Source: an optimization exercise on an open RTL-to-GDS flow (aim: small area, a short achievable clock period and few clock cycles). Production flows keep margins and buffers that such runs may drop. In this exercise RTL edits were held to simulation tests only and were not proved equivalent to the original.

==> job 7362 <==
// conv_top
module conv_top (
    input  logic        clk,
    input  logic        reset,
    input  logic [17:0] i_in_data,
    input  logic        i_in_valid,
    input  logic [3:0]  i_in_user,
    output logic        o_in_ready,
    output logic [40:0] o_out_data,
    output logic        o_out_valid,
    input  logic        i_out_ready
);
Settings: LEC_CHECK=0, CAP_MARGIN=20, CORE_MARGIN=2, CORE_UTILIZATION=55, SETUP_SLACK_MARGIN=5, SLEW_MARGIN=20; clock period 9.0 ns.
run.sh (not shown) runs the stock make flow with config.mk's settings and CLKGATE_MAP_FILE= SYNTH_SCRIPT=/design/flow/synth_recipe.tcl, a recipe that flattens the netlist after the stock synthesis.
==> job 1279 (differences from job 7362) <==
--- a/flow/design.v
+++ b/flow/design.v
@@ -786,11 +786,10 @@
     logic [1:0]  tq;               
     logic [1:0]  tqn;
     logic        cbusy, csel;      
     logic        at;               
     logic        msel;             
-    logic [17:0] mbias;            
     logic [2:0]  k;                
     logic        fe_q;             
     logic [2:0]  kl;               
     logic [4:0]  wcnt;             
     logic [2:0]  lrow, lcol;       
@@ -908,11 +907,12 @@
     wire         ilast  = (ci == k - 3'd1);
     wire         plast  = !twop || cps;
     wire         rlast  = (cr == 3'(8 - {1'b0, k}));
     logic [7:0]  rsel;             
     logic [7:0]  cr_oh;            
-    assign issue = !hold && !fe_q && (cj != 3'd0 || |(row_full & rsel));
+    wire  [7:0]  need   = cr_oh << (k - 3'd1);       
+    assign issue = !hold && !fe_q && (!tfirst || |(row_full & need));
     wire step_end = issue && jlast && ilast && plast;      
     wire [7:0] release_mask = !step_end ? 8'h00 :
                               (rlast ? (8'hFF << cr) : (8'h01 << cr));
     always_ff @(posedge clk) begin
         if (reset) begin
@@ -1031,20 +1031,20 @@
                 bone[d] <= wx[2*d+1] ^ wx[2*d];
                 btwo[d] <= (wx[2*d+2] & ~wx[2*d+1] & ~wx[2*d]) | (~wx[2*d+2] & wx[2*d+1] & wx[2*d]);
             end
             mfirst <= tfirst;
             msel   <= at;
-            mbias  <= at ? biasb : biasa;
             mlast  <= jlast && ilast;
             mcnt   <= pw;
         end
     end
     always_ff @(posedge clk) begin
         if (reset) mv <= 1'b0;
         else if (!hold) mv <= issue;
     end
-    wire [40:0] bias_x = {{23{mbias[17]}}, mbias};
+    wire [17:0] bias = msel ? biasb : biasa;
+    wire [40:0] bias_x = {{23{bias[17]}}, bias};
     for (genvar m = 0; m < M; m++) begin : g_mac
         logic [40:0] ns, nc;
         mac_acc u_mac (
             .a   (W[m]),
             .neg (bneg), .one (bone), .two (btwo),
Settings changed: CORE_UTILIZATION 55 to 40, SETUP_SLACK_MARGIN 5 to not set.
==> notes.md <==
quantity	job 1279	job 7362
Outcome	finished clean	finished clean
Placeable core region	424000 sq um	308800 sq um
Reg2reg path depth	14	15
Vertical extent of the die	657.0 um	560.9 um
Detailed-route vias per instance	5.641	6.369
Fill cell count	38230	23150
Instance area after placement	178200 sq um	176100 sq um
Time the worst path needs with I/O delays and setup	5.808 ns	4.259 ns
Critical path's most frequent cell	sky130_fd_sc_hd__fa_1	sky130_fd_sc_hd__a21o_1
Number of antenna violations at the first check in global routing	20	30
Starting density of the core	0.4022	0.5524
Post-Syn Area per Cell	13.19 sq um	13.14 sq um
Endpoint of the worst-slack reg-to-reg timing path	acc_s[1][18]	osr[1][39]
Number of global-route vias before repair	106500	113100
Synth unique cells	76	75
WHS Endpoint	ringa[14][11]	ringa[4][8]
Clock tree buffer count of the final layout	394	405
Cell Count Post-Placement	18100	16580
Measured slew at the worst slew-check pin	1.229 ns	1.285 ns
Slack of the worst reg-to-reg path	3.19 ns	4.74 ns
Worst slew slack as a fraction of its limit	0.1810	0.1431
Total number of vias	105700	112000
Cell with the biggest individual delay on the critical path	sky130_fd_sc_hd__mux2i_1	sky130_fd_sc_hd__edfxtp_1
Testbench counts of job 7362, summed over its fixed seeds: cycles 6,739.
Testbench counts of job 1279, summed over its fixed seeds: cycles 7,197.

========
==> inputs of run a <==
Another version of the RTL of conv_top (not shown whole).
## conv_top
module conv_top (
    input  logic        clk,
    input  logic        reset,
    input  logic [17:0] i_in_data,
    input  logic        i_in_valid,
    input  logic [3:0]  i_in_user,
    output logic        o_in_ready,
    output logic [40:0] o_out_data,
    output logic        o_out_valid,
    input  logic        i_out_ready
);
Settings: LEC_CHECK=0, CAP_MARGIN=20, CORE_MARGIN=2, CORE_UTILIZATION=40, SETUP_SLACK_MARGIN=4.5, SLEW_MARGIN=20; clock period 9.0 ns.
==> run b: changes against run a <==
--- a/flow/design.v
+++ b/flow/design.v
@@ -762,20 +762,26 @@
 );
     localparam int M = 6;            
     logic [21:0] q0, q1;
     logic [1:0]  qcnt;
     logic        push, pop;
-    assign o_in_ready = (qcnt != 2'd2);
-    assign push       = i_in_valid && o_in_ready;
+    logic [1:0]  qcnt_n;
+    assign push   = i_in_valid && o_in_ready;
+    assign qcnt_n = qcnt + {1'b0, push} - {1'b0, pop};
     always_ff @(posedge clk) begin
         if (push && (qcnt == 2'd0 || (qcnt == 2'd1 && pop))) q0 <= {i_in_user, i_in_data};
         else if (pop) q0 <= q1;
         if (push && ((qcnt == 2'd1 && !pop) || qcnt == 2'd2)) q1 <= {i_in_user, i_in_data};
     end
     always_ff @(posedge clk) begin
-        if (reset) qcnt <= '0;
-        else qcnt <= qcnt + {1'b0, push} - {1'b0, pop};
+        if (reset) begin
+            qcnt       <= '0;
+            o_in_ready <= 1'b1;
+        end else begin
+            qcnt       <= qcnt_n;
+            o_in_ready <= (qcnt_n != 2'd2);
+        end
     end
     wire [17:0] hd = q0[17:0];
     wire [3:0]  hu = q0[21:18];
     wire        hv = (qcnt != 2'd0);
     typedef enum logic [1:0] {LS_FIRST, LS_W, LS_B, LS_X} ls_t;
@@ -785,11 +791,11 @@
     logic        lsel;             
     logic [1:0]  tq;               
     logic [1:0]  tqn;
     logic        cbusy, csel;      
     logic        at;               
-    logic        msel;             
+    logic [17:0] mbias;            
     logic [2:0]  k;                
     logic        fe_q;             
     logic [2:0]  kl;               
     logic [4:0]  wcnt;             
     logic [2:0]  lrow, lcol;       
@@ -810,11 +816,11 @@
     endfunction
     assign at = cbusy ? csel : tq[0];
     always_ff @(posedge clk) k <= at ? kb : ka;
     assign kl = lsel ? kb : ka;
     wire tgt     = !latest;
-    wire tgt_use = (cbusy && csel == tgt) || (mv && msel == tgt) ||
+    wire tgt_use = (cbusy && csel == tgt) ||
                    (tqn != 2'd0 && tq[0] == tgt) || (tqn == 2'd2 && tq[1] == tgt);
     logic        ld_w, ld_x, ld_b;
     logic [2:0]  xr, xc;           
     always_comb begin
         ld_w = 1'b0;
@@ -909,12 +915,11 @@
     wire         rlast  = (cr == 3'(8 - {1'b0, k}));
     logic [7:0]  rsel;             
     logic [7:0]  cr_oh;            
     assign issue = !hold && !fe_q && (cj != 3'd0 || |(row_full & rsel));
     wire step_end = issue && jlast && ilast && plast;      
-    wire [7:0] release_mask = !step_end ? 8'h00 :
-                              (rlast ? (8'hFF << cr) : (8'h01 << cr));
+    wire [7:0] release_mask = (issue && cj == 3'd0 && plast && (ci == 3'd0 || rlast)) ? rsel : 8'h00;
     always_ff @(posedge clk) begin
         if (reset) begin
             cr    <= '0;
             cr_oh <= 8'h01;
             rsel  <= 8'h01;
@@ -1029,21 +1034,20 @@
                 bneg[d] <= wx[2*d+2];
                 bone[d] <= wx[2*d+1] ^ wx[2*d];
                 btwo[d] <= (wx[2*d+2] & ~wx[2*d+1] & ~wx[2*d]) | (~wx[2*d+2] & wx[2*d+1] & wx[2*d]);
             end
             mfirst <= tfirst;
-            msel   <= at;
+            mbias  <= at ? biasb : biasa;
             mlast  <= jlast && ilast;
             mcnt   <= pw;
         end
     end
     always_ff @(posedge clk) begin
         if (reset) mv <= 1'b0;
         else if (!hold) mv <= issue;
     end
-    wire [17:0] bias = msel ? biasb : biasa;
-    wire [40:0] bias_x = {{23{bias[17]}}, bias};
+    wire [40:0] bias_x = {{23{mbias[17]}}, mbias};
     for (genvar m = 0; m < M; m++) begin : g_mac
         logic [40:0] ns, nc;
         mac_acc u_mac (
             .a   (W[m]),
             .neg (bneg), .one (bone), .two (btwo),
@@ -1071,19 +1075,25 @@
                 pend     <= 1'b0;
             end
         end
     end
     wire out_hs = o_out_valid && i_out_ready;
-    assign o_out_valid = (ocnt != 4'd0);
     assign o_out_data  = osr[0];
     always_ff @(posedge clk) begin
         for (int m = 0; m < M; m++) begin
             if (capture) osr[m] <= res[m];
             else if (out_hs && m < M - 1) osr[m] <= osr[m + 1];
         end
     end
     always_ff @(posedge clk) begin
-        if (reset) ocnt <= '0;
-        else if (capture) ocnt <= pend_cnt;
-        else if (out_hs) ocnt <= ocnt - 4'd1;
+        if (reset) begin
+            ocnt        <= '0;
+            o_out_valid <= 1'b0;
+        end else if (capture) begin
+            ocnt        <= pend_cnt;
+            o_out_valid <= 1'b1;
+        end else if (out_hs) begin
+            ocnt        <= ocnt - 4'd1;
+            o_out_valid <= (ocnt != 4'd1);
+        end
     end
 endmodule
- CORE_UTILIZATION: 40 -> 55
- CTS_BUF_LIST: default -> sky130_fd_sc_hd__clkbuf_8
- SETUP_SLACK_MARGIN: 4.5 -> 5
==> results.ini <==
[yosys]
muxShareOfSynthArea_pct=1.736
synth_xor_area_share_pct=6.171

[critical_path]
arrival_ns=5.23

[cts]
cts_buffers=340

[sta]
setup_ws_ns=4.493
skew_ns=0.09343

[cells_and_area]
drive_gt1_share_pct=9.517

[route]
viasPerCell=5.719

[status]
run_status=complete, no violations

[placed_design]
routabilityCongestion=0.8964

the above is filed under run a

==> results.ini <==
[status]
run_status=complete, no violations

[placed_design]
routabilityCongestion=0.8886

[yosys]
synth_xor_area_share_pct=6.159

[cells_and_area]
drive_gt1_share_pct=16.03

[cts]
cts_buffers=540

[sta]
setup_ws_ns=4.738

[route]
viasPerCell=6.223

the above is filed under run b

Testbench counts of run a, summed over its fixed seeds: cycles 6,739.
Testbench counts of run b, summed over its fixed seeds: cycles 6,649.

## afterwards: timing with drivers on the ports
How much do the figures lean on ideal ports? The routed layouts below were timed once more, with nothing changed but the port constraints.
Step 1, drivers: a clkbuf_16 drives clk and a buf_2 each remaining input, both assumed.
Step 2 moves the port delays by t, midway between the first and last clock arrival at a register: inputs arrive t later, outputs are due t later. That takes back most of the time a late clock gives input paths.
a / b / c = ideal ports / drivers / drivers and shift; a / b = the first two.
run | t, ns | slack for setup (ns) | worst setup path after step 2
job 7362 | 1.046 | 4.741 / 4.741 / 3.903 | input to register
job 1279 | 1.048 | 3.192 / 3.192 / 3.192 | register to register
run a | 1.044 | 4.493 / 4.493 / 3.944 | input to register
run b | 1.270 | 4.738 / 4.738 / 3.815 | input to register
After both steps setup and hold are still met in every run listed. The setup slack of run b, which loses most, moves by 0.000 ns with the drivers and by -0.923 ns with both steps.
